This design comes from an exercise in tuning for small area, a short achievable clock period and few clock cycles per item on the open sky130 flow, not from production work. The RTL was checked by simulation tests, not by an equivalence proof against the original design. Power figures rest on the tool's default switching activity, not on a simulated workload.

File: flow/design.v
`default_nettype none
package sa_pkg;
  function automatic integer row_w(input integer rows);
    row_w = (rows > 1) ? $clog2(rows) : 1;
  endfunction
endpackage
`default_nettype wire
`default_nettype none
module sa_pe
#(
  parameter int DATA_W = 8,
  parameter int ACC_W  = 32
) (
  input  logic              clk,
  input  logic              a_neg,
  input  logic              b_neg,
  input  logic              shift,
  input  logic [DATA_W-1:0] a_in,
  input  logic [DATA_W-1:0] b_in,
  input  logic [ACC_W-1:0]  acc_in,
  output logic [ACC_W-1:0]  acc
);
  logic w_sa;
  logic w_sb;
  logic [ACC_W-1:0] r_acc;
  logic [ACC_W-1:0] w_sum;
  assign w_sa = a_neg;
  assign w_sb = b_neg;
  logic w_p0;
  logic w_p1;
  logic w_p2;
  logic w_p3;
  logic w_p4;
  logic w_p5;
  logic w_p6;
  logic w_p7;
  logic w_p8;
  logic w_p9;
  logic w_p10;
  logic w_p11;
  logic w_p12;
  logic w_p13;
  logic w_p14;
  logic w_p15;
  logic w_p16;
  logic w_p17;
  logic w_p18;
  logic w_p19;
  logic w_p20;
  logic w_p21;
  logic w_p22;
  logic w_p23;
  logic w_p24;
  logic w_p25;
  logic w_p26;
  logic w_p27;
  logic w_p28;
  logic w_p29;
  logic w_p30;
  logic w_p31;
  logic w_p32;
  logic w_p33;
  logic w_p34;
  logic w_p35;
  logic w_p36;
  logic w_p37;
  logic w_p38;
  logic w_p39;
  logic w_p40;
  logic w_p41;
  logic w_p42;
  logic w_p43;
  logic w_p44;
  logic w_p45;
  logic w_p46;
  logic w_p47;
  logic w_p48;
  logic w_p49;
  logic w_p50;
  logic w_p51;
  logic w_p52;
  logic w_p53;
  logic w_p54;
  logic w_p55;
  logic w_p56;
  logic w_p57;
  logic w_p58;
  logic w_p59;
  logic w_p60;
  logic w_p61;
  logic w_p62;
  logic w_p63;
  logic w_p64;
  logic w_p65;
  logic w_p66;
  logic w_p67;
  logic w_p68;
  logic w_p69;
  logic w_p70;
  logic w_p71;
  logic w_p72;
  logic w_p73;
  logic w_p74;
  logic w_p75;
  logic w_p76;
  logic w_p77;
  logic w_p78;
  logic w_p79;
  logic w_p80;
  logic w_p81;
  logic w_p82;
  logic w_p83;
  logic w_p84;
  logic w_p85;
  logic w_p86;
  logic w_p87;
  logic w_p88;
  logic w_p89;
  logic w_p90;
  logic w_p91;
  logic w_p92;
  logic w_p93;
  logic w_p94;
  logic w_p95;
  logic w_p96;
  logic w_p97;
  logic w_p98;
  logic w_p99;
  logic w_p100;
  logic w_p101;
  logic w_p102;
  logic w_p103;
  logic w_p104;
  logic w_p105;
  logic w_p106;
  logic w_p107;
  logic w_p108;
  logic w_p109;
  logic w_p110;
  logic w_p111;
  logic [17:0] w_s;
  logic [17:0] w_c;
  logic [17:0] r_s;
  logic [17:0] r_c;
  assign w_p0 = (a_in[0] & b_in[6]) ^ (a_in[1] & b_in[5]);
  assign w_p1 = (a_in[0] & b_in[6]) & (a_in[1] & b_in[5]);
  assign w_p2 = (a_in[0] & b_in[7]) ^ (a_in[1] & b_in[6]) ^ (a_in[2] & b_in[5]);
  assign w_p3 = ((a_in[0] & b_in[7]) & (a_in[1] & b_in[6])) | ((a_in[2] & b_in[5]) & ((a_in[0] & b_in[7]) ^ (a_in[1] & b_in[6])));
  assign w_p4 = (a_in[3] & b_in[4]) ^ (a_in[4] & b_in[3]);
  assign w_p5 = (a_in[3] & b_in[4]) & (a_in[4] & b_in[3]);
  assign w_p6 = (a_in[1] & b_in[7]) ^ (a_in[2] & b_in[6]) ^ (a_in[3] & b_in[5]);
  assign w_p7 = ((a_in[1] & b_in[7]) & (a_in[2] & b_in[6])) | ((a_in[3] & b_in[5]) & ((a_in[1] & b_in[7]) ^ (a_in[2] & b_in[6])));
  assign w_p8 = (a_in[4] & b_in[4]) ^ (a_in[5] & b_in[3]) ^ (a_in[6] & b_in[2]);
  assign w_p9 = ((a_in[4] & b_in[4]) & (a_in[5] & b_in[3])) | ((a_in[6] & b_in[2]) & ((a_in[4] & b_in[4]) ^ (a_in[5] & b_in[3])));
  assign w_p10 = (a_in[7] & b_in[1]) ^ ~(w_sa & b_in[0]);
  assign w_p11 = (a_in[7] & b_in[1]) & ~(w_sa & b_in[0]);
  assign w_p12 = (a_in[2] & b_in[7]) ^ (a_in[3] & b_in[6]) ^ (a_in[4] & b_in[5]);
  assign w_p13 = ((a_in[2] & b_in[7]) & (a_in[3] & b_in[6])) | ((a_in[4] & b_in[5]) & ((a_in[2] & b_in[7]) ^ (a_in[3] & b_in[6])));
  assign w_p14 = (a_in[5] & b_in[4]) ^ (a_in[6] & b_in[3]) ^ (a_in[7] & b_in[2]);
  assign w_p15 = ((a_in[5] & b_in[4]) & (a_in[6] & b_in[3])) | ((a_in[7] & b_in[2]) & ((a_in[5] & b_in[4]) ^ (a_in[6] & b_in[3])));
  assign w_p16 = ~(w_sa & b_in[1]) ^ ~(w_sb & a_in[1]) ^ 1'b1;
  assign w_p17 = (~(w_sa & b_in[1]) & ~(w_sb & a_in[1])) | (1'b1 & (~(w_sa & b_in[1]) ^ ~(w_sb & a_in[1])));
  assign w_p18 = (a_in[3] & b_in[7]) ^ (a_in[4] & b_in[6]) ^ (a_in[5] & b_in[5]);
  assign w_p19 = ((a_in[3] & b_in[7]) & (a_in[4] & b_in[6])) | ((a_in[5] & b_in[5]) & ((a_in[3] & b_in[7]) ^ (a_in[4] & b_in[6])));
  assign w_p20 = (a_in[6] & b_in[4]) ^ (a_in[7] & b_in[3]) ^ ~(w_sa & b_in[2]);
  assign w_p21 = ((a_in[6] & b_in[4]) & (a_in[7] & b_in[3])) | (~(w_sa & b_in[2]) & ((a_in[6] & b_in[4]) ^ (a_in[7] & b_in[3])));
  assign w_p22 = (a_in[4] & b_in[7]) ^ (a_in[5] & b_in[6]) ^ (a_in[6] & b_in[5]);
  assign w_p23 = ((a_in[4] & b_in[7]) & (a_in[5] & b_in[6])) | ((a_in[6] & b_in[5]) & ((a_in[4] & b_in[7]) ^ (a_in[5] & b_in[6])));
  assign w_p24 = (a_in[0] & b_in[4]) ^ (a_in[1] & b_in[3]);
  assign w_p25 = (a_in[0] & b_in[4]) & (a_in[1] & b_in[3]);
  assign w_p26 = (a_in[0] & b_in[5]) ^ (a_in[1] & b_in[4]) ^ (a_in[2] & b_in[3]);
  assign w_p27 = ((a_in[0] & b_in[5]) & (a_in[1] & b_in[4])) | ((a_in[2] & b_in[3]) & ((a_in[0] & b_in[5]) ^ (a_in[1] & b_in[4])));
  assign w_p28 = (a_in[3] & b_in[2]) ^ (a_in[4] & b_in[1]);
  assign w_p29 = (a_in[3] & b_in[2]) & (a_in[4] & b_in[1]);
  assign w_p30 = w_p0 ^ (a_in[2] & b_in[4]) ^ (a_in[3] & b_in[3]);
  assign w_p31 = (w_p0 & (a_in[2] & b_in[4])) | ((a_in[3] & b_in[3]) & (w_p0 ^ (a_in[2] & b_in[4])));
  assign w_p32 = (a_in[4] & b_in[2]) ^ (a_in[5] & b_in[1]) ^ (a_in[6] & b_in[0]);
  assign w_p33 = ((a_in[4] & b_in[2]) & (a_in[5] & b_in[1])) | ((a_in[6] & b_in[0]) & ((a_in[4] & b_in[2]) ^ (a_in[5] & b_in[1])));
  assign w_p34 = w_p1 ^ w_p2 ^ w_p4;
  assign w_p35 = (w_p1 & w_p2) | (w_p4 & (w_p1 ^ w_p2));
  assign w_p36 = (a_in[5] & b_in[2]) ^ (a_in[6] & b_in[1]) ^ (a_in[7] & b_in[0]);
  assign w_p37 = ((a_in[5] & b_in[2]) & (a_in[6] & b_in[1])) | ((a_in[7] & b_in[0]) & ((a_in[5] & b_in[2]) ^ (a_in[6] & b_in[1])));
  assign w_p38 = w_p3 ^ w_p5 ^ w_p6;
  assign w_p39 = (w_p3 & w_p5) | (w_p6 & (w_p3 ^ w_p5));
  assign w_p40 = w_p8 ^ w_p10 ^ ~(w_sb & a_in[0]);
  assign w_p41 = (w_p8 & w_p10) | (~(w_sb & a_in[0]) & (w_p8 ^ w_p10));
  assign w_p42 = w_p7 ^ w_p9 ^ w_p11;
  assign w_p43 = (w_p7 & w_p9) | (w_p11 & (w_p7 ^ w_p9));
  assign w_p44 = w_p12 ^ w_p14 ^ w_p16;
  assign w_p45 = (w_p12 & w_p14) | (w_p16 & (w_p12 ^ w_p14));
  assign w_p46 = w_p13 ^ w_p15 ^ w_p17;
  assign w_p47 = (w_p13 & w_p15) | (w_p17 & (w_p13 ^ w_p15));
  assign w_p48 = w_p18 ^ w_p20 ^ ~(w_sb & a_in[2]);
  assign w_p49 = (w_p18 & w_p20) | (~(w_sb & a_in[2]) & (w_p18 ^ w_p20));
  assign w_p50 = w_p19 ^ w_p21 ^ w_p22;
  assign w_p51 = (w_p19 & w_p21) | (w_p22 & (w_p19 ^ w_p21));
  assign w_p52 = (a_in[7] & b_in[4]) ^ ~(w_sa & b_in[3]) ^ ~(w_sb & a_in[3]);
  assign w_p53 = ((a_in[7] & b_in[4]) & ~(w_sa & b_in[3])) | (~(w_sb & a_in[3]) & ((a_in[7] & b_in[4]) ^ ~(w_sa & b_in[3])));
  assign w_p54 = w_p23 ^ (a_in[5] & b_in[7]) ^ (a_in[6] & b_in[6]);
  assign w_p55 = (w_p23 & (a_in[5] & b_in[7])) | ((a_in[6] & b_in[6]) & (w_p23 ^ (a_in[5] & b_in[7])));
  assign w_p56 = (a_in[7] & b_in[5]) ^ ~(w_sa & b_in[4]) ^ ~(w_sb & a_in[4]);
  assign w_p57 = ((a_in[7] & b_in[5]) & ~(w_sa & b_in[4])) | (~(w_sb & a_in[4]) & ((a_in[7] & b_in[5]) ^ ~(w_sa & b_in[4])));
  assign w_p58 = (a_in[6] & b_in[7]) ^ (a_in[7] & b_in[6]) ^ ~(w_sa & b_in[5]);
  assign w_p59 = ((a_in[6] & b_in[7]) & (a_in[7] & b_in[6])) | (~(w_sa & b_in[5]) & ((a_in[6] & b_in[7]) ^ (a_in[7] & b_in[6])));
  assign w_p60 = (a_in[0] & b_in[3]) ^ (a_in[1] & b_in[2]);
  assign w_p61 = (a_in[0] & b_in[3]) & (a_in[1] & b_in[2]);
  assign w_p62 = w_p24 ^ (a_in[2] & b_in[2]) ^ (a_in[3] & b_in[1]);
  assign w_p63 = (w_p24 & (a_in[2] & b_in[2])) | ((a_in[3] & b_in[1]) & (w_p24 ^ (a_in[2] & b_in[2])));
  assign w_p64 = w_p25 ^ w_p26 ^ w_p28;
  assign w_p65 = (w_p25 & w_p26) | (w_p28 & (w_p25 ^ w_p26));
  assign w_p66 = w_p27 ^ w_p29 ^ w_p30;
  assign w_p67 = (w_p27 & w_p29) | (w_p30 & (w_p27 ^ w_p29));
  assign w_p68 = w_p31 ^ w_p33 ^ w_p34;
  assign w_p69 = (w_p31 & w_p33) | (w_p34 & (w_p31 ^ w_p33));
  assign w_p70 = w_p35 ^ w_p37 ^ w_p38;
  assign w_p71 = (w_p35 & w_p37) | (w_p38 & (w_p35 ^ w_p37));
  assign w_p72 = w_p39 ^ w_p41 ^ w_p42;
  assign w_p73 = (w_p39 & w_p41) | (w_p42 & (w_p39 ^ w_p41));
  assign w_p74 = w_p43 ^ w_p45 ^ w_p46;
  assign w_p75 = (w_p43 & w_p45) | (w_p46 & (w_p43 ^ w_p45));
  assign w_p76 = w_p47 ^ w_p49 ^ w_p50;
  assign w_p77 = (w_p47 & w_p49) | (w_p50 & (w_p47 ^ w_p49));
  assign w_p78 = w_p51 ^ w_p53 ^ w_p54;
  assign w_p79 = (w_p51 & w_p53) | (w_p54 & (w_p51 ^ w_p53));
  assign w_p80 = w_p55 ^ w_p57 ^ w_p58;
  assign w_p81 = (w_p55 & w_p57) | (w_p58 & (w_p55 ^ w_p57));
  assign w_p82 = w_p59 ^ (a_in[7] & b_in[7]) ^ ~(w_sa & b_in[6]);
  assign w_p83 = (w_p59 & (a_in[7] & b_in[7])) | (~(w_sa & b_in[6]) & (w_p59 ^ (a_in[7] & b_in[7])));
  assign w_p84 = (a_in[0] & b_in[2]) ^ (a_in[1] & b_in[1]);
  assign w_p85 = (a_in[0] & b_in[2]) & (a_in[1] & b_in[1]);
  assign w_p86 = w_p60 ^ (a_in[2] & b_in[1]) ^ (a_in[3] & b_in[0]);
  assign w_p87 = (w_p60 & (a_in[2] & b_in[1])) | ((a_in[3] & b_in[0]) & (w_p60 ^ (a_in[2] & b_in[1])));
  assign w_p88 = w_p61 ^ w_p62 ^ (a_in[4] & b_in[0]);
  assign w_p89 = (w_p61 & w_p62) | ((a_in[4] & b_in[0]) & (w_p61 ^ w_p62));
  assign w_p90 = w_p63 ^ w_p64 ^ (a_in[5] & b_in[0]);
  assign w_p91 = (w_p63 & w_p64) | ((a_in[5] & b_in[0]) & (w_p63 ^ w_p64));
  assign w_p92 = w_p65 ^ w_p66 ^ w_p32;
  assign w_p93 = (w_p65 & w_p66) | (w_p32 & (w_p65 ^ w_p66));
  assign w_p94 = w_p67 ^ w_p68 ^ w_p36;
  assign w_p95 = (w_p67 & w_p68) | (w_p36 & (w_p67 ^ w_p68));
  assign w_p96 = w_p69 ^ w_p70 ^ w_p40;
  assign w_p97 = (w_p69 & w_p70) | (w_p40 & (w_p69 ^ w_p70));
  assign w_p98 = w_p71 ^ w_p72 ^ w_p44;
  assign w_p99 = (w_p71 & w_p72) | (w_p44 & (w_p71 ^ w_p72));
  assign w_p100 = w_p73 ^ w_p74 ^ w_p48;
  assign w_p101 = (w_p73 & w_p74) | (w_p48 & (w_p73 ^ w_p74));
  assign w_p102 = w_p75 ^ w_p76 ^ w_p52;
  assign w_p103 = (w_p75 & w_p76) | (w_p52 & (w_p75 ^ w_p76));
  assign w_p104 = w_p77 ^ w_p78 ^ w_p56;
  assign w_p105 = (w_p77 & w_p78) | (w_p56 & (w_p77 ^ w_p78));
  assign w_p106 = w_p79 ^ w_p80 ^ ~(w_sb & a_in[5]);
  assign w_p107 = (w_p79 & w_p80) | (~(w_sb & a_in[5]) & (w_p79 ^ w_p80));
  assign w_p108 = w_p81 ^ w_p82 ^ ~(w_sb & a_in[6]);
  assign w_p109 = (w_p81 & w_p82) | (~(w_sb & a_in[6]) & (w_p81 ^ w_p82));
  assign w_p110 = w_p83 ^ ~(w_sa & b_in[7]) ^ ~(w_sb & a_in[7]);
  assign w_p111 = (w_p83 & ~(w_sa & b_in[7])) | (~(w_sb & a_in[7]) & (w_p83 ^ ~(w_sa & b_in[7])));
  assign w_s = {1'b0, w_p111, w_p109, w_p107, w_p105, w_p103, w_p101, w_p99, w_p97, w_p95, w_p93, w_p91, w_p89, w_p87, w_p85, w_p84, (a_in[0] & b_in[1]), (a_in[0] & b_in[0])};
  assign w_c = {1'b0, (w_sa & w_sb), w_p110, w_p108, w_p106, w_p104, w_p102, w_p100, w_p98, w_p96, w_p94, w_p92, w_p90, w_p88, w_p86, (a_in[2] & b_in[0]), (a_in[1] & b_in[0]), 1'b0};
  always_ff @(posedge clk) begin
    r_s <= w_s;
    r_c <= w_c;
  end
  logic [19:0] w_l0;
  logic [19:0] w_l1;
  logic [19:0] w_lo;
  logic [13:0] w_hi_m;
  logic [13:0] w_hi_p;
  logic [13:0] w_hi;
  logic w_q0;
  logic w_q1;
  logic w_q2;
  logic w_q3;
  logic w_q4;
  logic w_q5;
  logic w_q6;
  logic w_q7;
  logic w_q8;
  logic w_q9;
  logic w_q10;
  logic w_q11;
  logic w_q12;
  logic w_q13;
  logic w_q14;
  logic w_q15;
  logic w_q16;
  logic w_q17;
  logic w_q18;
  logic w_q19;
  logic w_q20;
  logic w_q21;
  logic w_q22;
  logic w_q23;
  logic w_q24;
  logic w_q25;
  logic w_q26;
  logic w_q27;
  logic w_q28;
  logic w_q29;
  logic w_q30;
  logic w_q31;
  logic w_q32;
  logic w_q33;
  logic w_q34;
  logic w_q35;
  logic w_q36;
  logic w_q37;
  assign w_q0 = r_acc[17] ^ r_s[17];
  assign w_q1 = r_acc[17] & r_s[17];
  assign w_q2 = r_acc[0] ^ r_s[0];
  assign w_q3 = r_acc[0] & r_s[0];
  assign w_q4 = r_acc[1] ^ r_s[1] ^ r_c[1];
  assign w_q5 = (r_acc[1] & r_s[1]) | (r_c[1] & (r_acc[1] ^ r_s[1]));
  assign w_q6 = r_acc[2] ^ r_s[2] ^ r_c[2];
  assign w_q7 = (r_acc[2] & r_s[2]) | (r_c[2] & (r_acc[2] ^ r_s[2]));
  assign w_q8 = r_acc[3] ^ r_s[3] ^ r_c[3];
  assign w_q9 = (r_acc[3] & r_s[3]) | (r_c[3] & (r_acc[3] ^ r_s[3]));
  assign w_q10 = r_acc[4] ^ r_s[4] ^ r_c[4];
  assign w_q11 = (r_acc[4] & r_s[4]) | (r_c[4] & (r_acc[4] ^ r_s[4]));
  assign w_q12 = r_acc[5] ^ r_s[5] ^ r_c[5];
  assign w_q13 = (r_acc[5] & r_s[5]) | (r_c[5] & (r_acc[5] ^ r_s[5]));
  assign w_q14 = r_acc[6] ^ r_s[6] ^ r_c[6];
  assign w_q15 = (r_acc[6] & r_s[6]) | (r_c[6] & (r_acc[6] ^ r_s[6]));
  assign w_q16 = r_acc[7] ^ r_s[7] ^ r_c[7];
  assign w_q17 = (r_acc[7] & r_s[7]) | (r_c[7] & (r_acc[7] ^ r_s[7]));
  assign w_q18 = r_acc[8] ^ r_s[8] ^ r_c[8];
  assign w_q19 = (r_acc[8] & r_s[8]) | (r_c[8] & (r_acc[8] ^ r_s[8]));
  assign w_q20 = r_acc[9] ^ r_s[9] ^ r_c[9];
  assign w_q21 = (r_acc[9] & r_s[9]) | (r_c[9] & (r_acc[9] ^ r_s[9]));
  assign w_q22 = r_acc[10] ^ r_s[10] ^ r_c[10];
  assign w_q23 = (r_acc[10] & r_s[10]) | (r_c[10] & (r_acc[10] ^ r_s[10]));
  assign w_q24 = r_acc[11] ^ r_s[11] ^ r_c[11];
  assign w_q25 = (r_acc[11] & r_s[11]) | (r_c[11] & (r_acc[11] ^ r_s[11]));
  assign w_q26 = r_acc[12] ^ r_s[12] ^ r_c[12];
  assign w_q27 = (r_acc[12] & r_s[12]) | (r_c[12] & (r_acc[12] ^ r_s[12]));
  assign w_q28 = r_acc[13] ^ r_s[13] ^ r_c[13];
  assign w_q29 = (r_acc[13] & r_s[13]) | (r_c[13] & (r_acc[13] ^ r_s[13]));
  assign w_q30 = r_acc[14] ^ r_s[14] ^ r_c[14];
  assign w_q31 = (r_acc[14] & r_s[14]) | (r_c[14] & (r_acc[14] ^ r_s[14]));
  assign w_q32 = r_acc[15] ^ r_s[15] ^ r_c[15];
  assign w_q33 = (r_acc[15] & r_s[15]) | (r_c[15] & (r_acc[15] ^ r_s[15]));
  assign w_q34 = r_acc[16] ^ r_s[16] ^ r_c[16];
  assign w_q35 = (r_acc[16] & r_s[16]) | (r_c[16] & (r_acc[16] ^ r_s[16]));
  assign w_q36 = w_q0 ^ r_c[17] ^ 1'b1;
  assign w_q37 = (w_q0 & r_c[17]) | (1'b1 & (w_q0 ^ r_c[17]));
  assign w_l0 = {1'b0, w_q37, w_q35, w_q33, w_q31, w_q29, w_q27, w_q25, w_q23, w_q21, w_q19, w_q17, w_q15, w_q13, w_q11, w_q9, w_q7, w_q5, w_q3, w_q2};
  assign w_l1 = {1'b0, w_q1, w_q36, w_q34, w_q32, w_q30, w_q28, w_q26, w_q24, w_q22, w_q20, w_q18, w_q16, w_q14, w_q12, w_q10, w_q8, w_q6, w_q4, r_c[0]};
  logic [19:0] w_ag;
  logic [19:0] w_ap;
  assign w_ag = w_l0[19:0] & w_l1[19:0];
  assign w_ap = w_l0[19:0] ^ w_l1[19:0];
  logic w_an0g;
  assign w_an0g = w_ag[1] | (w_ap[1] & w_ag[0]);
  logic w_an0p;
  assign w_an0p = w_ap[1] & w_ap[0];
  logic w_an1g;
  assign w_an1g = w_ag[3] | (w_ap[3] & w_ag[2]);
  logic w_an1p;
  assign w_an1p = w_ap[3] & w_ap[2];
  logic w_an2g;
  assign w_an2g = w_ag[5] | (w_ap[5] & w_ag[4]);
  logic w_an2p;
  assign w_an2p = w_ap[5] & w_ap[4];
  logic w_an3g;
  assign w_an3g = w_ag[7] | (w_ap[7] & w_ag[6]);
  logic w_an3p;
  assign w_an3p = w_ap[7] & w_ap[6];
  logic w_an4g;
  assign w_an4g = w_ag[9] | (w_ap[9] & w_ag[8]);
  logic w_an4p;
  assign w_an4p = w_ap[9] & w_ap[8];
  logic w_an5g;
  assign w_an5g = w_ag[11] | (w_ap[11] & w_ag[10]);
  logic w_an5p;
  assign w_an5p = w_ap[11] & w_ap[10];
  logic w_an6g;
  assign w_an6g = w_ag[13] | (w_ap[13] & w_ag[12]);
  logic w_an6p;
  assign w_an6p = w_ap[13] & w_ap[12];
  logic w_an7g;
  assign w_an7g = w_ag[15] | (w_ap[15] & w_ag[14]);
  logic w_an7p;
  assign w_an7p = w_ap[15] & w_ap[14];
  logic w_an8g;
  assign w_an8g = w_ag[17] | (w_ap[17] & w_ag[16]);
  logic w_an8p;
  assign w_an8p = w_ap[17] & w_ap[16];
  logic w_an9g;
  assign w_an9g = w_ag[19] | (w_ap[19] & w_ag[18]);
  logic w_an9p;
  assign w_an9p = w_ap[19] & w_ap[18];
  logic w_an10g;
  assign w_an10g = w_ag[2] | (w_ap[2] & w_an0g);
  logic w_an10p;
  assign w_an10p = w_ap[2] & w_an0p;
  logic w_an11g;
  assign w_an11g = w_an1g | (w_an1p & w_an0g);
  logic w_an11p;
  assign w_an11p = w_an1p & w_an0p;
  logic w_an12g;
  assign w_an12g = w_ag[6] | (w_ap[6] & w_an2g);
  logic w_an12p;
  assign w_an12p = w_ap[6] & w_an2p;
  logic w_an13g;
  assign w_an13g = w_an3g | (w_an3p & w_an2g);
  logic w_an13p;
  assign w_an13p = w_an3p & w_an2p;
  logic w_an14g;
  assign w_an14g = w_ag[10] | (w_ap[10] & w_an4g);
  logic w_an14p;
  assign w_an14p = w_ap[10] & w_an4p;
  logic w_an15g;
  assign w_an15g = w_an5g | (w_an5p & w_an4g);
  logic w_an15p;
  assign w_an15p = w_an5p & w_an4p;
  logic w_an16g;
  assign w_an16g = w_ag[14] | (w_ap[14] & w_an6g);
  logic w_an16p;
  assign w_an16p = w_ap[14] & w_an6p;
  logic w_an17g;
  assign w_an17g = w_an7g | (w_an7p & w_an6g);
  logic w_an17p;
  assign w_an17p = w_an7p & w_an6p;
  logic w_an18g;
  assign w_an18g = w_ag[18] | (w_ap[18] & w_an8g);
  logic w_an18p;
  assign w_an18p = w_ap[18] & w_an8p;
  logic w_an19g;
  assign w_an19g = w_an9g | (w_an9p & w_an8g);
  logic w_an19p;
  assign w_an19p = w_an9p & w_an8p;
  logic w_an20g;
  assign w_an20g = w_ag[4] | (w_ap[4] & w_an11g);
  logic w_an20p;
  assign w_an20p = w_ap[4] & w_an11p;
  logic w_an21g;
  assign w_an21g = w_an2g | (w_an2p & w_an11g);
  logic w_an21p;
  assign w_an21p = w_an2p & w_an11p;
  logic w_an22g;
  assign w_an22g = w_an12g | (w_an12p & w_an11g);
  logic w_an22p;
  assign w_an22p = w_an12p & w_an11p;
  logic w_an23g;
  assign w_an23g = w_an13g | (w_an13p & w_an11g);
  logic w_an23p;
  assign w_an23p = w_an13p & w_an11p;
  logic w_an24g;
  assign w_an24g = w_ag[12] | (w_ap[12] & w_an15g);
  logic w_an24p;
  assign w_an24p = w_ap[12] & w_an15p;
  logic w_an25g;
  assign w_an25g = w_an6g | (w_an6p & w_an15g);
  logic w_an25p;
  assign w_an25p = w_an6p & w_an15p;
  logic w_an26g;
  assign w_an26g = w_an16g | (w_an16p & w_an15g);
  logic w_an26p;
  assign w_an26p = w_an16p & w_an15p;
  logic w_an27g;
  assign w_an27g = w_an17g | (w_an17p & w_an15g);
  logic w_an27p;
  assign w_an27p = w_an17p & w_an15p;
  logic w_an28g;
  assign w_an28g = w_ag[8] | (w_ap[8] & w_an23g);
  logic w_an28p;
  assign w_an28p = w_ap[8] & w_an23p;
  logic w_an29g;
  assign w_an29g = w_an4g | (w_an4p & w_an23g);
  logic w_an29p;
  assign w_an29p = w_an4p & w_an23p;
  logic w_an30g;
  assign w_an30g = w_an14g | (w_an14p & w_an23g);
  logic w_an30p;
  assign w_an30p = w_an14p & w_an23p;
  logic w_an31g;
  assign w_an31g = w_an15g | (w_an15p & w_an23g);
  logic w_an31p;
  assign w_an31p = w_an15p & w_an23p;
  logic w_an32g;
  assign w_an32g = w_an24g | (w_an24p & w_an23g);
  logic w_an32p;
  assign w_an32p = w_an24p & w_an23p;
  logic w_an33g;
  assign w_an33g = w_an25g | (w_an25p & w_an23g);
  logic w_an33p;
  assign w_an33p = w_an25p & w_an23p;
  logic w_an34g;
  assign w_an34g = w_an26g | (w_an26p & w_an23g);
  logic w_an34p;
  assign w_an34p = w_an26p & w_an23p;
  logic w_an35g;
  assign w_an35g = w_an27g | (w_an27p & w_an23g);
  logic w_an35p;
  assign w_an35p = w_an27p & w_an23p;
  logic w_an36g;
  assign w_an36g = w_ag[16] | (w_ap[16] & w_an35g);
  logic w_an36p;
  assign w_an36p = w_ap[16] & w_an35p;
  logic w_an37g;
  assign w_an37g = w_an8g | (w_an8p & w_an35g);
  logic w_an37p;
  assign w_an37p = w_an8p & w_an35p;
  logic w_an38g;
  assign w_an38g = w_an18g | (w_an18p & w_an35g);
  logic w_an38p;
  assign w_an38p = w_an18p & w_an35p;
  logic w_an39g;
  assign w_an39g = w_an19g | (w_an19p & w_an35g);
  logic w_an39p;
  assign w_an39p = w_an19p & w_an35p;
  assign w_lo = {(w_ap[19] ^ w_an38g), (w_ap[18] ^ w_an37g), (w_ap[17] ^ w_an36g), (w_ap[16] ^ w_an35g), (w_ap[15] ^ w_an34g), (w_ap[14] ^ w_an33g), (w_ap[13] ^ w_an32g), (w_ap[12] ^ w_an31g), (w_ap[11] ^ w_an30g), (w_ap[10] ^ w_an29g), (w_ap[9] ^ w_an28g), (w_ap[8] ^ w_an23g), (w_ap[7] ^ w_an22g), (w_ap[6] ^ w_an21g), (w_ap[5] ^ w_an20g), (w_ap[4] ^ w_an11g), (w_ap[3] ^ w_an10g), (w_ap[2] ^ w_an0g), (w_ap[1] ^ w_ag[0]), w_ap[0]};
  assign w_hi_p[0] = 1'b1;
  assign w_hi_m[0] = 1'b1;
  assign w_hi_p[1] = &r_acc[18:18];
  assign w_hi_m[1] = ~|r_acc[18:18];
  assign w_hi_p[2] = &r_acc[19:18];
  assign w_hi_m[2] = ~|r_acc[19:18];
  assign w_hi_p[3] = &r_acc[20:18];
  assign w_hi_m[3] = ~|r_acc[20:18];
  assign w_hi_p[4] = &r_acc[21:18];
  assign w_hi_m[4] = ~|r_acc[21:18];
  assign w_hi_p[5] = &r_acc[22:18];
  assign w_hi_m[5] = ~|r_acc[22:18];
  assign w_hi_p[6] = &r_acc[23:18];
  assign w_hi_m[6] = ~|r_acc[23:18];
  assign w_hi_p[7] = &r_acc[24:18];
  assign w_hi_m[7] = ~|r_acc[24:18];
  assign w_hi_p[8] = &r_acc[25:18];
  assign w_hi_m[8] = ~|r_acc[25:18];
  assign w_hi_p[9] = &r_acc[26:18];
  assign w_hi_m[9] = ~|r_acc[26:18];
  assign w_hi_p[10] = &r_acc[27:18];
  assign w_hi_m[10] = ~|r_acc[27:18];
  assign w_hi_p[11] = &r_acc[28:18];
  assign w_hi_m[11] = ~|r_acc[28:18];
  assign w_hi_p[12] = &r_acc[29:18];
  assign w_hi_m[12] = ~|r_acc[29:18];
  assign w_hi_p[13] = &r_acc[30:18];
  assign w_hi_m[13] = ~|r_acc[30:18];
  assign w_hi = r_acc[ACC_W-1:18] ^ (w_lo[19] ? w_hi_p : (w_hi_m & {14{~w_lo[18]}}));
  assign w_sum = {w_hi, w_lo[17:0]};
  always_ff @(posedge clk) begin
    if (shift) r_acc <= acc_in;
    else       r_acc <= w_sum;
  end
  assign acc = r_acc;
endmodule
`default_nettype wire
`default_nettype none
module systolic_array_os_ctrl
#(
  parameter int ROWS   = 4,
  parameter int COLS   = 4,
  parameter int DATA_W = 8,
  parameter int ACC_W  = 32,
  parameter int KLEN_W = 16,
  localparam int OROW_W = (ROWS > 1) ? $clog2(ROWS) : 1
) (
  input  logic                     clk,
  input  logic                     rst_n,
  input  logic                     start,
  input  logic [KLEN_W-1:0]        k_len,
  input  logic                     signed_en,
  output logic                     busy,
  input  logic                     in_valid,
  output logic                     in_ready,
  input  logic [ROWS*DATA_W-1:0]   a_data,
  input  logic [COLS*DATA_W-1:0]   b_data,
  output logic                     out_valid,
  input  logic                     out_ready,
  output logic [OROW_W-1:0]        out_row,
  output logic [COLS*ACC_W-1:0]    out_data,
  output logic                     done
);
  localparam int c_row_w = sa_pkg::row_w(ROWS);
  logic                  r_busy;
  logic                  r_load;
  logic                  r_out;
  logic                  r_done;
  logic                  r_signed;
  logic                  r_dirty;
  logic                  r_wait;
  logic [1:0]            r_zcnt;
  logic [KLEN_W-1:0]     r_rem;
  logic [c_row_w-1:0]    r_row;
  logic                  r_l1;
  logic                  r_l2;
  logic                  w_beat;
  logic                  w_last;
  logic                  w_take;
  logic                  w_shift;
  logic [ROWS*DATA_W-1:0] r_a;
  logic [COLS*DATA_W-1:0] r_b;
  logic [ROWS-1:0]        r_as;
  logic [COLS-1:0]        r_bs;
  logic [ACC_W-1:0]       w_acc [ROWS+1][COLS];
  assign w_beat  = r_load & in_valid;
  assign w_last  = (r_rem == KLEN_W'(1));
  assign w_take  = r_out & out_ready;
  assign w_shift = w_take | r_dirty;
  always_ff @(posedge clk or negedge rst_n) begin
    if (!rst_n) begin
      r_busy   <= 1'b0;
      r_load   <= 1'b0;
      r_out    <= 1'b0;
      r_done   <= 1'b0;
      r_signed <= 1'b0;
      r_dirty  <= 1'b1;
      r_wait   <= 1'b0;
      r_zcnt   <= '0;
      r_rem    <= '0;
      r_row    <= '0;
      r_l1     <= 1'b0;
      r_l2     <= 1'b0;
    end else begin
      r_done <= 1'b0;
      r_l1   <= w_beat & w_last;
      r_l2   <= r_l1;
      if (r_dirty) begin
        r_zcnt <= r_zcnt + 1'b1;
        if (r_zcnt == 2'd3) r_dirty <= 1'b0;
      end
      if (!r_busy) begin
        if (start) begin
          r_busy   <= 1'b1;
          r_signed <= signed_en;
          r_rem    <= k_len;
          if (r_dirty)             r_wait <= 1'b1;
          else if (k_len != '0)    r_load <= 1'b1;
          else                     r_out  <= 1'b1;
        end
      end
      if (r_wait && !r_dirty) begin
        r_wait <= 1'b0;
        if (r_rem != '0) r_load <= 1'b1;
        else             r_out  <= 1'b1;
      end
      if (w_beat) begin
        r_rem <= r_rem - 1'b1;
        if (w_last) r_load <= 1'b0;
      end
      if (r_l2) r_out <= 1'b1;
      if (w_take) begin
        r_row <= r_row + 1'b1;
        if (r_row == c_row_w'(ROWS - 1)) begin
          r_out  <= 1'b0;
          r_busy <= 1'b0;
          r_done <= 1'b1;
        end
      end
    end
  end
  always_ff @(posedge clk) begin
    r_a <= w_beat ? a_data : '0;
    r_b <= w_beat ? b_data : '0;
    for (int i = 0; i < ROWS; i++) r_as[i] <= w_beat & r_signed & a_data[i*DATA_W + DATA_W-1];
    for (int j = 0; j < COLS; j++) r_bs[j] <= w_beat & r_signed & b_data[j*DATA_W + DATA_W-1];
  end
  for (genvar gj = 0; gj < COLS; gj++) begin : g_zero
    assign w_acc[ROWS][gj] = '0;
  end
  for (genvar gi = 0; gi < ROWS; gi++) begin : g_pe_row
    for (genvar gj = 0; gj < COLS; gj++) begin : g_pe_col
      sa_pe #(
        .DATA_W (DATA_W),
        .ACC_W  (ACC_W)
      ) u_pe (
        .clk       (clk),
        .a_neg     (r_as[gi]),
        .b_neg     (r_bs[gj]),
        .shift     (w_shift),
        .a_in      (r_a[gi*DATA_W +: DATA_W]),
        .b_in      (r_b[gj*DATA_W +: DATA_W]),
        .acc_in    (w_acc[gi+1][gj]),
        .acc       (w_acc[gi][gj])
      );
    end
  end
  for (genvar gj = 0; gj < COLS; gj++) begin : g_out
    assign out_data[gj*ACC_W +: ACC_W] = w_acc[0][gj];
  end
  assign busy      = r_busy;
  assign in_ready  = r_load;
  assign out_valid = r_out;
  assign out_row   = r_row;
  assign done      = r_done;
endmodule
`default_nettype wire
File: flow/flow/run.sh
#!/bin/bash
# The standard synthesis and layout, with these changes to how the layout
# is made (the SDC is unchanged):
#  - ORFS's timing repair aims for setup slack beyond the clock period's
#    (SETUP_SLACK_MARGIN);
#  - clock tree synthesis adds no dummy loads;
#  - the port buffers are buf_2 cells (repair may resize them).
# Each step's full output goes to a log file in the folder this runs in.
set -euo pipefail
MARGIN=6.6
export SETUP_SLACK_MARGIN=$MARGIN
export CTS_ARGS="-sink_clustering_enable -repair_clock_nets -dont_use_dummy_load"
export BUFFER_PORTS_ARGS="-buffer_cell sky130_fd_sc_hd__buf_2"
bash standard.sh synth > synth.log 2>&1
bash standard.sh SETUP_SLACK_MARGIN=$MARGIN "CTS_ARGS=$CTS_ARGS" "BUFFER_PORTS_ARGS=$BUFFER_PORTS_ARGS" finish > layout.log 2>&1
File: flow/standard.sh
#!/bin/bash
# synth_recipe.tcl (not shown) runs the flow's synth.tcl, then flattens the netlist and writes it again
# the make line also repeats each setting of config.mk as NAME=value (left out here)
make -C /OpenROAD-flow-scripts/flow DESIGN_CONFIG=/design/flow/config.mk WORK_HOME=/design/flow/orfs CLKGATE_MAP_FILE= SYNTH_SCRIPT=/design/flow/synth_recipe.tcl "${@:-finish}"
File: flow/config.mk
export PLATFORM = sky130hd
export DESIGN_NAME = systolic_array_os_ctrl
export DESIGN_NICKNAME = systolic_array_os_ctrl
export VERILOG_FILES = /design/flow/design.v
export SDC_FILE = /design/flow/constraint.sdc
export NUM_CORES = 4
export LEC_CHECK = 0
export CAP_MARGIN = 20
export CORE_MARGIN = 2
export CORE_UTILIZATION = 60
export PLACE_DENSITY = 0.7
export SLEW_MARGIN = 20
File: flow/constraint.sdc
create_clock -name core_clock -period 10.0 [get_ports {clk}]
set_input_delay 2.0000 -clock core_clock [delete_from_list [all_inputs] [get_ports {clk}]]
set_output_delay 2.0000 -clock core_clock [all_outputs]
set_load 0.01 [all_outputs]
==> results.txt, run 1 <==
In this run the deepest clock path goes through 3 buffers. The hold-fix buffer count after cts was 0. The number of iterations in the first detailed-routing pass was 5; the length in cells of the worst reg-to-reg path was 12. The average footprint of a synthesized cell was 9.73 sq um; the H-tree depth was 4. After the last flow step, the layout net total stands at 9,762. The first global-routing pass estimated 315 mm of wire. For this block, the routed nets add up to 199 mm of wire. For the number of global-route vias before repair, the log shows 58,341. The last element of the critical path was g_pe_row[3].g_pe_col[3].u_pe.r_acc[31]. The setup path with the least slack is of type flop to flop.

For the final database, setup skew stands at 0.0500 ns. Summing all non-filler instances in the final layout gives an area of 0.0867 sq mm. The all-layer global routing usage was 30.3%; the row count was 132. STA puts the critical path data arrival time at 4.13 ns. The post-synthesis register bit count works out to 1,141. The setup-violating endpoint count in the final report was 0; the power density over cell area was 269 mW/mm^2.

At the pin with the least slew margin, the transition time is 0.962 ns. The detailed router's first-iteration violation count was 3,710. Yosys printed 4 warnings.

Cells with a size suffix above 1 make up 10.4% of the layout. The final global-route overflow total is 0. The share of synthesized area in the top cell type comes to 28.4%.

The logs give 85 for the number of library cell types mapped by synthesis and 0 for the remaining number of nets flagged by the antenna check after routing. The logs give 0 for the count of endpoints failing hold in the final timing report and 38.9 nW for the leakage power total. For the number of filler instances in the final layout, the log shows 10,211. Worst min-delay path category: flop to flop.

The worst-case IR drop observed on VDD is 173 uV. The time the worst path needs with I/O delays and setup is 3.45 ns, and the final cycle utilization of the critical path is 34.5%. Of the synthesized area, sequential elements account for 29.3%.

In this run the worst setup path begins at g_pe_row[3].g_pe_col[3].u_pe.r_s[2]. Detailed placement finished with a half-perimeter wire length of 131 mm. Counting every instance in the synthesized netlist gives 8,054.

For this design the top-level I/O count stands at 220. The initial antenna violation count was 14; the maximum achievable frequency was 290 MHz. During placement, the flow inserted port buffers numbering 219. In this run the tightest slew margin relative to its limit is 35.8%. The count of vias placed by the detailed router was 55,834. The capture instance of the worst register-to-register path was g_pe_row[3].g_pe_col[3].u_pe.r_acc[31]. TritonCTS built the clock tree.

The tool flagged a number of max-cap violations equal to 0. The die is 365 um tall. Number of pins with negative max-slew slack in the final report: 0. The effective utilization at floorplan was 60.5%; the area inside the core boundary was 0.130 sq mm.

STA puts the critical path data required time at 10.68 ns. Clock-pin slew was measured on the worst setup and hold paths at 0.06 ns. The average wire per cell in the routed design was 20.1 um. Summing all placed instances gives a cell area of 0.0808 sq mm. The tools report the clock insertion delay at the later pin of the skew report as 0.78 ns. In the routed design, unresolved DRC markers number 0. The tree is rooted in a sky130_fd_sc_hd__clkbuf_16.

Buffers inserted during clock tree synthesis total 135. Yosys attributes the largest share of cell area to sky130_fd_sc_hd__dfxtp_1 28%, sky130_fd_sc_hd__fa_1 28%, sky130_fd_sc_hd__and2_1 7.6%. Routability-driven placement finished with a final weighted congestion of 0.849.

The cell area that synthesis handed to floorplanning was 0.0784 sq mm. The synthesized netlist net count came out at 9,648. For the total negative slack for setup checks, the log shows 0 ns. The startpoint identified for the worst register-to-register timing path is g_pe_row[3].g_pe_col[3].u_pe.r_s[2].

Of all cell types, the one taking the most synthesized area is sky130_fd_sc_hd__dfxtp_1. Counting flops with an async set or reset pin after synthesis yields a share of 2.54%. The via density per instance came out at 5.63. The number of flops mapped to enable cells by yosys is 0. The run finished with no timing, DRC or antenna violations.

Most instantiated flip-flop cell in the synthesis netlist: sky130_fd_sc_hd__dfxtp_1. Setup repair after global routing could not meet its margin everywhere. The worst register-to-register path has a setup slack of 6.55 ns. The worst setup path is captured at a flop.

In this run the worst path has a maximum fanout of 7. The clock net in this run drives a total of 1,141 sinks. STA classifies the critical path startpoint as a flop.

The run gives 66.8% as the final core area utilization. The run gives 124 as the largest net degree at the start of global routing. The run gives 0.134 sq mm as the die area. The floorplan step set the die width to 365 um. The layout-stage area growth over the synthesis result works out to 10.5%.
through the flow:
stage,worst slack [ns],std cells,power (W),hold WS [ns]
finish,6.55,9912,0.0233,0.356
global route,6.44,9909,0.0252,0.380
CTS,6.52,9865,0.0226,0.357
detailed placement,5.03,9697,0.0177,0.341
global placement,5.13,9697,0.0173,0.336
floorplan,6.62,8054,0.0149,0.331
metal layers:
layer  GRT usage [%]  up-vias  share of wire [%]
li1                -    25573                  -
met1            40.5    28054                 42
met2            49.2     1835                 46
met3            6.42      370                8.1
met4            9.53        2                3.2
met5           0.763        -              0.068
power breakdown:
group,internal (W),total [W],switching [W],leakage (nW)
Combinational,0.00530,0.0115,0.00620,27.7
Sequential,0.00607,0.00766,0.00158,9.58
Clock,0.00236,0.00416,0.00181,1.66
flip-flops by register name, summed over array words and instances (netlist names), 4 cells and up:
name and count:
r_rem 16, g_pe_row.g_pe_col.u_pe.r_s 272, r_as 4, g_pe_row.g_pe_col.u_pe.r_c 256, g_pe_row.g_pe_col.u_pe.r_acc 512, r_a 32
r_b 32, r_bs 4
synthesized netlist by cell type (all sizes together), types with 7 or more instances:
master,n
or3,42
nor2b,28
o31ai,16
and3,112
inv,879
a22oi,10
buf,22
a21o,80
nor2,292
xor2,191
or4,21
nand4,40
nand3,77
dfrtp,28
nand2,969
and4,7
nor3,100
o21a,28
a41oi,7
fa,1088
o22ai,14
o21bai,23
nor4,33
or2,23
ha,420
o211ai,16
a21oi,190
mux2i,52
a211oi,23
nand2b,33
dfxtp,1112
a31oi,29
nor3b,9
o21ai,415
and2,955
clkbuf,371
xnor2,204
logic make-up (layout without fill, tap and decap cells):
family,after synthesis,after routing,share of synthesized area [%]
AND/OR/NAND/NOR,2754,2756,17.8
adder cells (fa/ha/maj),1508,1508,34.5
buffers and inverters,1272,1379,6.15
flip-flops,1141,1141,29.3
AO/OA/AOI/OAI,929,932,7.09
XOR/XNOR,395,395,4.41
multiplexers,55,55,0.707
other,0,4,0
cell type report:
cell class              count  area, sq um  share of cell area [%]
multi-input cells        5646        52100                    60.1
repair buffers            365         2530                    2.92
clock buffers             135         3380                    3.90
well taps                1742         2180                    2.52
flip-flops and latches   1141        23100                    26.7
inverters                 879         3300                    3.81
diodes                      4         10.0                  0.0116
worst min-delay path by stage:
stage / endpoint / from / cells after the start / slack (ns)
floorplan: r_l2 / r_l1 / 0 / 0.33
CTS: r_l2 / r_l1 / 0 / 0.36
global placement: r_l2 / r_l1 / 0 / 0.34
finish: r_l2 / r_l1 / 0 / 0.36
global route: r_l2 / r_l1 / 0 / 0.38
detailed placement: r_l2 / r_l1 / 0 / 0.34
what timing repair did:
action	in CTS	in global routing
pin swaps	52	88
gates resized for setup	219	219
buffers inserted	29	35
endpoints found under the setup margin	345	242
gates cloned	4	8
cell usage in the layout, fill, tap and decap left out, types with 26 or more instances in the layout:
cell type                      n
sky130_fd_sc_hd__fa_1       1081
sky130_fd_sc_hd__dfxtp_1    1019
sky130_fd_sc_hd__nand2_1     966
sky130_fd_sc_hd__and2_1      954
sky130_fd_sc_hd__inv_1       873
sky130_fd_sc_hd__ha_1        392
sky130_fd_sc_hd__o21ai_0     357
sky130_fd_sc_hd__nor2_1      286
sky130_fd_sc_hd__buf_2       213
sky130_fd_sc_hd__xnor2_1     203
sky130_fd_sc_hd__xor2_1      191
sky130_fd_sc_hd__a21oi_1     174
sky130_fd_sc_hd__clkbuf_16   139
sky130_fd_sc_hd__buf_4       118
sky130_fd_sc_hd__and3_1      108
sky130_fd_sc_hd__dfxtp_2      82
sky130_fd_sc_hd__nor3_1       81
sky130_fd_sc_hd__a21o_1       80
sky130_fd_sc_hd__nand3_1      75
sky130_fd_sc_hd__nand4_1      40
sky130_fd_sc_hd__mux2i_1      40
sky130_fd_sc_hd__or3_1        39
sky130_fd_sc_hd__o21ai_1      35
sky130_fd_sc_hd__nand2b_1     32
sky130_fd_sc_hd__nor4_1       27
sky130_fd_sc_hd__o21a_1       26
sky130_fd_sc_hd__nor2b_1      26
sky130_fd_sc_hd__dfrtp_1      26
worst max-delay path, stage by stage, from the launching register on:
cell and delay (ns):
sky130_fd_sc_hd__dfxtp_2 0.32, sky130_fd_sc_hd__fa_2 0.60, sky130_fd_sc_hd__ha_4 0.22, sky130_fd_sc_hd__a211oi_4 0.25, sky130_fd_sc_hd__o21ai_2 0.11, sky130_fd_sc_hd__a31oi_4 0.25
sky130_fd_sc_hd__o21bai_4 0.09, sky130_fd_sc_hd__a221o_1 0.33, sky130_fd_sc_hd__a31o_1 0.25, sky130_fd_sc_hd__buf_12 0.16, sky130_fd_sc_hd__or4b_4 0.49, sky130_fd_sc_hd__a21o_1 0.17
sky130_fd_sc_hd__a21oi_1 0.12
Testbench counts, summed over its fixed seeds: cycles 12,562, jobs 320.
==> run 2, diff against run 1 <==
--- a/flow/design.v
+++ b/flow/design.v
@@ -576,4 +576,5 @@
   logic                  r_busy;
   logic                  r_load;
+  logic                  r_rdy;
   logic                  r_out;
   logic                  r_done;
@@ -600,4 +601,10 @@
   assign w_shift = w_take | r_dirty;
   always_ff @(posedge clk or negedge rst_n) begin
+    if (!rst_n) r_rdy <= 1'b0;
+    else        r_rdy <= (!r_busy && start && !r_dirty && k_len != '0) ||
+                         (r_wait && !r_dirty && r_rem != '0) ||
+                         (r_load && !(in_valid && w_last));
+  end
+  always_ff @(posedge clk or negedge rst_n) begin
     if (!rst_n) begin
       r_busy   <= 1'b0;
@@ -653,7 +660,7 @@
   always_ff @(posedge clk) begin
     r_a <= w_beat ? a_data : '0;
-    r_b <= w_beat ? b_data : '0;
+    r_b <= b_data;
     for (int i = 0; i < ROWS; i++) r_as[i] <= w_beat & r_signed & a_data[i*DATA_W + DATA_W-1];
-    for (int j = 0; j < COLS; j++) r_bs[j] <= w_beat & r_signed & b_data[j*DATA_W + DATA_W-1];
+    for (int j = 0; j < COLS; j++) r_bs[j] <= r_signed & b_data[j*DATA_W + DATA_W-1];
   end
   for (genvar gj = 0; gj < COLS; gj++) begin : g_zero
@@ -681,5 +688,5 @@
   end
   assign busy      = r_busy;
-  assign in_ready  = r_load;
+  assign in_ready  = r_rdy;
   assign out_valid = r_out;
   assign out_row   = r_row;
--- a/flow/flow/run.sh
+++ b/flow/flow/run.sh
@@ -8,5 +8,5 @@
 # Each step's full output goes to a log file in the folder this runs in.
 set -euo pipefail
-MARGIN=6.6
+MARGIN=6.7
 export SETUP_SLACK_MARGIN=$MARGIN
 export CTS_ARGS="-sink_clustering_enable -repair_clock_nets -dont_use_dummy_load"
==> run 2 against run 1 <==
Net effect: global-route usage rose by 0.60 points; sequential share of layout area fell by 0.15 points; die area barely moved; combinational power rose by 38%; register-to-register slack improved by 0.07 ns; worst setup slack improved by 0.067 ns; area after synthesis barely moved; critical path type unchanged; total power rose by 21%; hold slack got worse by 0.0042 ns.
==> results.txt, run 2 <==
The run finished with no timing, DRC or antenna violations. The run gives 14.7% as the clock network fraction of total power. The run gives 8,026 as the synthesized instance count.

In the layout the commonest cells are 1,071 x sky130_fd_sc_hd__fa_1, 991 x sky130_fd_sc_hd__nand2_1, 959 x sky130_fd_sc_hd__and2_1, 946 x sky130_fd_sc_hd__dfxtp_1, 861 x sky130_fd_sc_hd__inv_1. From synthesis to final layout, the design area changed by 12.4%. The register with the most flip-flops in the layout has 512 of them.

The tools report the final net count as 9,796. The logs give 4 for the H-tree depth and 0.0783 sq mm for the post-synth design cell area. Sequential share of power: 28.9%. After synthesis, the largest area contributor takes up 28.4% of total cell area. Clock latency on the worst-skew pair, taken at its later pin, is 0.76 ns.

The initial antenna violation count was 15; the worst max-slew margin expressed relative to the limit was 17.0%. In this run, the combinational gates consume 56.4% of the power. Maximum achievable frequency: 295 MHz. Once the floorplan was initialized, standard cells occupied 60.5% of the core. The register containing the most flip-flops in the final layout is g_pe_row.g_pe_col.u_pe.r_acc. The final hold slack was 0.351 ns. The count of endpoints failing hold in the final timing report was 0; the fraction of final layout cells sized beyond drive strength 1 was 12.8%. The worst min-delay path category is flop to flop. After filler insertion, the fill cell instance count of the layout stands at 10,114. The largest net degree at the start of global routing is 163, and the die area is 0.133 sq mm.

The highest metal layer with signal wires is met5. In this run, post-CTS hold repair placed 0 buffers. The die is 365 um tall. Input and output buffers added on the ports amount to 219. The top cell type by total area after synthesis is sky130_fd_sc_hd__dfxtp_1. After detailed routing, the average wire length per cell comes to 20.5 um. The analysis attributes to net switching a power of 0.0119 W. The synthesized design contains 1,142 register bits. Along the worst path, the maximum fanout reaches 3.

For this design, the slowest cell found on the critical path is sky130_fd_sc_hd__fa_1. When the netlist entered floorplanning its net count stood at 9,620. Setup violations remaining at the end of the flow were counted as 0. The startpoint type of the worst setup path is a flop.

For this run, the detailed router's first-pass iteration total came to 6. The remaining design rule violation count was 0. The Yosys step of the flow raised 4 warnings. The clock-pin transition on the worst setup and hold timing paths was 0.06 ns.

The power density over cell area works out to 321 mW/mm^2. The first global-routing pass estimated 319 mm of wire. The worst-case clock skew is 0.0641 ns. For the number of max-cap violations, the log shows 0. Setup repair after global routing could not meet its margin everywhere. At the worst endpoint, the required time is 10.66 ns. The buffer depth of the longest clock path was 3.

Leaving out fill and tap cells, the most frequent cell in the layout is sky130_fd_sc_hd__fa_1. The tools report the remaining number of nets flagged by the antenna check after routing as 0. Walking the worst path, the cells encountered are fa_1 > ha_4 > a211o_1 > o211ai_1 > a2bb2oi_2 > a221o_1 > a21oi_2 > o21bai_2 > a21o_1 > fa_2 > xor2_2 > nand2_1 > o21ai_1. The setup path with the least slack is of type flop to flop. Setup total negative slack on the finished layout was measured at 0 ns. The tools report the worst endpoint data arrival time as 4.05 ns.

The type of destination of the critical path is a flop. Most frequent cell after synthesis: sky130_fd_sc_hd__dfxtp_1. The final core area utilization came out at 68.0%. The number of different library cells used by synthesis comes to 81. TritonCTS built the clock tree. The delay of the slowest critical-path stage was 0.59 ns. For the number of pins with negative max-slew slack in the final report, the log shows 0. The total internal power came out at 0.0163 W.

Count of vias placed by the detailed router: 56,178. The measured slew at the worst slew-check pin was 1.24 ns; the row count was 132. During I/O placement, the number of pins put on the boundary was 220. The leakage power total was 39.2 nW; the routed wire length on met3 was 16.7 mm. The final global-route overflow total came out at 0. In the final layout, the registers with the most flip-flops are g_pe_row.g_pe_col.u_pe.r_acc (512), g_pe_row.g_pe_col.u_pe.r_s (272), g_pe_row.g_pe_col.u_pe.r_c (256). By count the netlist is led by 1,112 x sky130_fd_sc_hd__dfxtp_1, 1,088 x sky130_fd_sc_hd__fa_1, 999 x sky130_fd_sc_hd__nand2_1. The die is 365 um wide. Yosys mapped a number of flops with a built-in enable equal to 0. The final estimated routing congestion in global placement was 0.877. The net switching fraction of the power was 42.2%; the final cycle utilization of the critical path was 33.9%. Wire segments on met2 add up to 94.1 mm in the final route.

In this run the clock root is driven by a sky130_fd_sc_hd__clkbuf_16. The time the worst path needs with I/O delays and setup works out to 3.39 ns. For the worst IR drop on VDD, the log shows 198 uV.

The share of synthesized registers carrying an async set or reset came out at 2.63%. The half-perimeter wire length of the detailed placement result is 135 mm, and the clock sink count is 1,142. Number of global-route vias before repair: 59,030. The aggregate routed wire length was 204 mm; the detailed router's first-iteration violation count was 3,546. In the final routing, the length of wire on met1 measures 85.6 mm. Averaged over all synthesized cells, the footprint is 9.76 sq um. The most instantiated flip-flop cell in the synthesis netlist is sky130_fd_sc_hd__dfxtp_1. After synthesis, the cell types taking the most area are sky130_fd_sc_hd__dfxtp_1 28%, sky130_fd_sc_hd__fa_1 28%, sky130_fd_sc_hd__and2_1 7.7%. Across every metal layer, demand over resource in global routing totals 30.8%. Of the synthesized area, sequential elements account for 29.4%. The via density per instance works out to 5.65.

In this run the standard cell core region covers 0.129 sq mm. The run gives 135 as the number of buffers added by the clock tree synthesis step.
[run 2: cell count changes in the layout (fill, tap and decap cells not counted), moves of 13 or more]
| cell | delta |
|---|---|
| sky130_fd_sc_hd__buf_4 | +74 |
| sky130_fd_sc_hd__dfxtp_1 | -73 |
| sky130_fd_sc_hd__buf_2 | -51 |
| sky130_fd_sc_hd__dfxtp_4 | +46 |
| sky130_fd_sc_hd__buf_6 | +37 |
| sky130_fd_sc_hd__and3_1 | -36 |
| sky130_fd_sc_hd__o21ai_0 | -29 |
| sky130_fd_sc_hd__dfxtp_2 | +27 |
| sky130_fd_sc_hd__xnor2_1 | +26 |
| sky130_fd_sc_hd__xor2_1 | -26 |
| sky130_fd_sc_hd__nand2_1 | +25 |
| sky130_fd_sc_hd__nor3_1 | -23 |
| sky130_fd_sc_hd__mux2i_1 | +18 |
| sky130_fd_sc_hd__ha_1 | -13 |
[run 2: critical path, delay by kind of cell, from the launching register on]
family | cells | cell delay, ns
adders and majority gates | 3 | 1.16
AOI/OAI and AO/OA | 8 | 1.53
xor gates and xnor gates | 1 | 0.20
and+or+nand+nor | 1 | 0.08
DFF | 1 | 0.32
[run 2: power groups by stage]
stage               registers [W]  logic [W]  clock network (W)
floorplan                 0.00756     0.0102                  0
global placement          0.00814     0.0127                  0
detailed placement        0.00813     0.0133                  0
CTS                       0.00813     0.0145            0.00424
global route              0.00841     0.0178            0.00440
finish                    0.00817     0.0159            0.00416
[run 2: routing by layer]
layer	global-route usage, %	vias up
li1	-	25498
met1	41.6	28348
met2	50.1	1850
met3	6.07	468
met4	10.4	14
met5	0	-
[run 2: what timing repair did]
| item | CTS | global route |
|---|---|---|
| cloned | 4 | 6 |
| setup buffers | 70 | 56 |
| pin swaps | 69 | 155 |
| gates resized for setup | 406 | 317 |
| hold endpoints to repair | 0 | 0 |
| setup endpoints to repair | 482 | 286 |
[run 2: final timing paths]
check	to	startpoint	slack, ns	cells past startpoint
max	g_pe_row[1].g_pe_col[0].u_pe.r_acc[17]	g_pe_row[1].g_pe_col[0].u_pe.r_s[2]	6.61	13
min reg2reg	r_l2	r_l1	0.35	0
max reg2reg	g_pe_row[1].g_pe_col[0].u_pe.r_acc[17]	g_pe_row[1].g_pe_col[0].u_pe.r_s[2]	6.61	13
max in group asynchronous	r_out	rst_n	8.19	1
min	r_l2	r_l1	0.35	0
min in group asynchronous	r_rem[10]	rst_n	1.30	1
[run 2: area by class of cell]
type,count,area (sq um),share of cell area [%]
Clock buffer,135,3380,3.84
Tap cell,1742,2180,2.48
Timing Repair Buffer,425,3250,3.70
Sequential cell,1142,23400,26.5
Antenna cell,7,17.5,0.0199
Inverter,875,3290,3.73
Multi-Input combinational cell,5623,52500,59.7
[run 2: through the flow]
step                setup WS (ns)  instances  total power (W)  instance area, sq um
floorplan                    6.72       8026           0.0178                 78400
global placement             5.05       9671           0.0209                 80800
detailed placement           5.03       9671           0.0214                 80800
CTS                          6.63       9880           0.0269                 86100
global route                 6.49       9942           0.0306                 88000
finish                       6.61       9949           0.0283                 88000
[run 2: logic make-up after synthesis]
kind of cell,share of synthesized area (%)
AND/OR/NAND/NOR,17.7
adder cells (fa/ha/maj),34.5
buffers and inverters,6.09
flip-flops,29.4
AO/OA/AOI/OAI,6.87
XOR/XNOR,4.43
multiplexers,0.993
Testbench counts of run 2, summed over its fixed seeds: cycles 12,562, jobs 320.
==> run 3, diff against run 2 <==
--- a/flow/flow/run.sh
+++ b/flow/flow/run.sh
@@ -8,5 +8,5 @@
 # Each step's full output goes to a log file in the folder this runs in.
 set -euo pipefail
-MARGIN=6.7
+MARGIN=6.5
 export SETUP_SLACK_MARGIN=$MARGIN
 export CTS_ARGS="-sink_clustering_enable -repair_clock_nets -dont_use_dummy_load"
==> run 3 against run 2 <==
Net effect: sequential share of layout area is 0.38 points higher; highest routed layer unchanged; largest power group unchanged; critical endpoint is now g_pe_row[1].g_pe_col[0].u_pe.r_acc[19]; first-iteration DRC count is 1.4% higher; core utilization is 1.8 points lower; maximum frequency is 4.4% lower.
==> results.txt, run 3 <==
The run finished with no timing, DRC or antenna violations. For the post-synth design cell area, the log shows 0.0783 sq mm. The logs give 0.0591 ns for the worst-case clock skew and 9,620 for the synthesized netlist net count. The final core area utilization is 66.2%. The worst-path maximum fanout is 7. Once placement finished, the instance area stood at 0.0808 sq mm.

The kind of critical path is flop to flop. The die covers 0.133 sq mm. By area the synthesized netlist is led by sky130_fd_sc_hd__dfxtp_1 28%, sky130_fd_sc_hd__fa_1 28%, sky130_fd_sc_hd__and2_1 7.7%. The most frequent standard cell in the layout excluding fill and tap cells is sky130_fd_sc_hd__fa_1. The area growth from synthesis to layout is 9.35%.

Summing the areas of all and, or, nand and nor instances in the mapped netlist gives 17.7% of the synthesized area. The count of endpoints failing hold in the final timing report was 0. In this run the remaining antenna-violating nets after routing total 0. In the final design database the tool counted 9,715 nets. Cell with the largest stage delay on the worst path: sky130_fd_sc_hd__fa_1.

The wire length of the first global-routing pass was 314 mm. The final global-route overflow total was 0. The worst min-delay path category is flop to flop.

Worst IR drop on VDD: 191 uV. Measured against its own limit, the worst slew margin works out to 18.9%. In this run the power spent charging and discharging nets is 0.0114 W. The top cell type by total area after synthesis was sky130_fd_sc_hd__dfxtp_1. The largest registers in the layout are g_pe_row.g_pe_col.u_pe.r_acc (512), g_pe_row.g_pe_col.u_pe.r_s (272), g_pe_row.g_pe_col.u_pe.r_c (256).

The area share of the largest cell type after synthesis works out to 28.4%. By count the netlist is led by 1,112 x sky130_fd_sc_hd__dfxtp_1, 1,088 x sky130_fd_sc_hd__fa_1, 999 x sky130_fd_sc_hd__nand2_1. The most instantiated flip-flop cell in the synthesis netlist is sky130_fd_sc_hd__dfxtp_1.

The number of global-route vias before repair is 58,525, and the area fraction in compound gates after synthesis is 6.87%. Detailed placement ended at an HPWL of 135 mm. For this configuration, the core starts out at a cell density of 60.5%. By area, the combinational part of the netlist is dominated by adder cells. The first detailed-routing pass ran for 7 iterations.

After the first detailed-routing iteration, the DRC count stood at 3,594. Synthesis produced 8,026 cells. The via density per instance was 5.63. TritonCTS built the clock tree.

In this run, synthesis produced a sequential element count of 1,142. The register with the most flip-flops in the layout has 512 of them. Combinational logic burns 54.4% of the power. For the number of pins with negative max-slew slack in the final report, the log shows 0. Static timing analysis puts the maximum clock frequency at 282 MHz. The run gives 132 as the row count. The number of flops mapped to enable cells by yosys was 0; the I/O pin count was 220. At the later pin of the worst-skew pair, clock insertion delay measures 0.77 ns.

The delay of the slowest critical-path stage was 0.50 ns. In this run the power density over the cells is 313 mW/mm^2. The multiplexer fraction of the synthesized cell area was 0.993%.

Vertical die dimension: 365 um. Walking the worst path, the cells encountered are fa_1 > ha_1 > a211o_1 > o211ai_1 > a2bb2oi_2 > a221o_1 > buf_6 > a211o_4 > nand2_8 > mux2i_1 > xor2_1 > o21ai_1. For this block, the routed nets add up to 200 mm of wire. The kind of cell with the highest combined delay along the critical path is compound AO/OA/AOI/OAI gates. Entering global routing, the biggest net connects 265 pins. The H-tree was split into 4 levels. The finished cells cover 0.0857 sq mm.

Summed over all cells, the static leakage comes to 38.6 nW. STA classifies the critical path endpoint as a flop. The sequential share of power is 30.0%, and the count of buffering cells on the critical path with inverters included is 1. Of the cells placed in the final design, the portion with a size suffix greater than 1 is 8.47%. The run gives 30.3% as the all-layer global routing usage.

The buffer depth of the longest clock path came out at 3. Startpoint type of the worst setup path: a flop. A synthesized cell averages 9.76 sq um. Number of buffers added on ports: 219.

The average wire per cell in the routed design is 20.2 um, and the initial antenna violation count is 8. For the pin with the worst max-slew slack, the measured transition is 1.21 ns. For the number of buffers added by the clock tree synthesis step, the log shows 135. Net switching is 42.6% of the power. In the final timing run, aggregate negative setup slack is 0 ns.

Setup repair after global routing could not meet its margin everywhere. The remaining design rule violation count is 0. The setup-violating endpoint count in the final report was 0. The number of library cell types mapped by synthesis was 81; the clock network fraction of total power was 15.6%.

At the end of routability-driven placement, the weighted congestion stood at 0.866. The tools report the clock root buffer as sky130_fd_sc_hd__clkbuf_16. The register containing the most flip-flops in the final layout is g_pe_row.g_pe_col.u_pe.r_acc. The clock period could shrink to 3.54 ns. Number of warnings printed during yosys synthesis: 4. The final cycle utilization of the critical path works out to 35.4%. sky130_fd_sc_hd__dfxtp_1 is the most common cell in the netlist. The internal portion of the total power is 0.0154 W.

The xor and xnor fraction of the mapped netlist area was 4.43%; the horizontal die dimension was 365 um. Summing the sequential cell areas from Yosys gives 29.4% of the chip area. The top cell types in the final layout, fill and taps aside, are 1,085 x sky130_fd_sc_hd__fa_1, 1,074 x sky130_fd_sc_hd__dfxtp_1, 996 x sky130_fd_sc_hd__nand2_1, 963 x sky130_fd_sc_hd__and2_1, 874 x sky130_fd_sc_hd__inv_1. Data on the critical path arrives at its endpoint at 4.17 ns. After synthesis, the share of flip-flops with an asynchronous set or reset is 2.63%.

The clock sink count is 1,142, and the clock-pin transition on the worst setup and hold timing paths is 0.06 ns. The hold-fix buffer count after cts was 0. In this run the standard cell core region covers 0.129 sq mm. Across all layers, the routed design uses 55,577 vias. The tool flagged a number of max-cap violations equal to 0. For the worst setup path, the data required time is 10.63 ns. Of the total synthesized cell area, the portion taken by full adders, half adders and majority gates is 34.5%.
==> run 3: stage by stage <==
stage | worst slack (ns) | cells | hold WS, ns | power [W]
4_1_cts | 6.50 | 9820 | 0.360 | 0.0261
5_1_grt | 6.37 | 9861 | 0.374 | 0.0291
3_5_place_dp | 5.52 | 9673 | 0.347 | 0.0214
6_report | 6.46 | 9865 | 0.362 | 0.0268
3_3_place_gp | 5.55 | 9673 | 0.340 | 0.0208
2_1_floorplan | 6.52 | 8026 | 0.331 | 0.0178
==> run 3: routing by layer <==
layer | wire length (um) | GRT usage, %
met4 | 6180 | 9.99
met3 | 15700 | 5.98
met5 | 27 | 0
met1 | 85800 | 41.0
met2 | 91900 | 49.3
==> run 3: worst register-to-register path: cells and delay by family (launching register included) <==
kind / cells / cell delay, ns
flops: 1 / 0.32
buf+inv: 1 / 0.15
fa+ha+maj: 2 / 0.83
xor+xnor: 1 / 0.19
compound gates: 6 / 1.51
simple gates: 1 / 0.17
mux: 1 / 0.23
==> run 3: path summary, 6_finish.rpt <==
check                                                    start                                      to  slack (ns)  cells after the start
max                        g_pe_row[1].g_pe_col[0].u_pe.r_s[2]  g_pe_row[1].g_pe_col[0].u_pe.r_acc[19]        6.46                     12
min                                                       r_l1                                    r_l2        0.36                      0
max reg2reg                g_pe_row[1].g_pe_col[0].u_pe.r_s[2]  g_pe_row[1].g_pe_col[0].u_pe.r_acc[19]        6.46                     12
min reg2reg                                               r_l1                                    r_l2        0.36                      0
max in group asynchronous                                rst_n                                r_rem[8]        8.29                      1
min in group asynchronous                                rst_n                               r_rem[14]        1.26                      1
==> run 3: cells by family after synthesis <==
kind of cell	Yosys count
AO/OA/AOI/OAI	900
XOR/XNOR	396
adder cells (fa/ha/maj)	1508
buffers and inverters	1264
flip-flops	1142
multiplexers	77
AND/OR/NAND/NOR	2739
==> run 3: layout make-up <==
class	instances	area, sq um
multi-input cells	5624	51500
clock buffers	135	3380
fillers	10381	43800
repair buffers	343	2220
inverters	875	3290
flip-flops and latches	1142	23100
diodes	4	10.0
well taps	1742	2180
==> run 3: power groups by stage <==
| stage | clock (W) | combinational [W] | sequential (W) |
|---|---|---|---|
| finish | 0.00417 | 0.0146 | 0.00804 |
| global route | 0.00441 | 0.0165 | 0.00827 |
| CTS | 0.00425 | 0.0138 | 0.00804 |
| detailed placement | 0 | 0.0133 | 0.00809 |
| global placement | 0 | 0.0128 | 0.00808 |
| floorplan | 0 | 0.0102 | 0.00756 |
==> run 3: repair_timing <==
action	CTS	global route
pin swaps	14	64
gates cloned	1	6
setup endpoints to repair	204	229
resized for setup	102	128
buffers inserted	11	34

what the ideal ports hide:
The flow's constraints put no driver on any port. The routed layouts listed below were extracted and timed again, unchanged, in two steps. Step 1 assumes that a clkbuf_16 drives the clock port and a buf_2 every other input. Step 2 adds t to the input delays and takes it off the output delays; t is the mean of the earliest and latest rising clock arrival at the registers after step 1. Input paths then give back, and output paths get back, about the clock's delay inside the block. Slacks: ideal / step 1 / step 2; pairs: ideal / step 1.
| run | t, ns | setup slack, ns | cell pins on the clock port's net |
|---|---|---|---|
| run 1 | 0.845 | 6.547 / 6.547 / 5.914 | 1 |
| run 2 | 0.816 | 6.613 / 6.593 / 5.980 | 1 |
| run 3 | 0.827 | 6.459 / 6.459 / 5.959 | 1 |
After both steps every run listed still meets setup and hold.
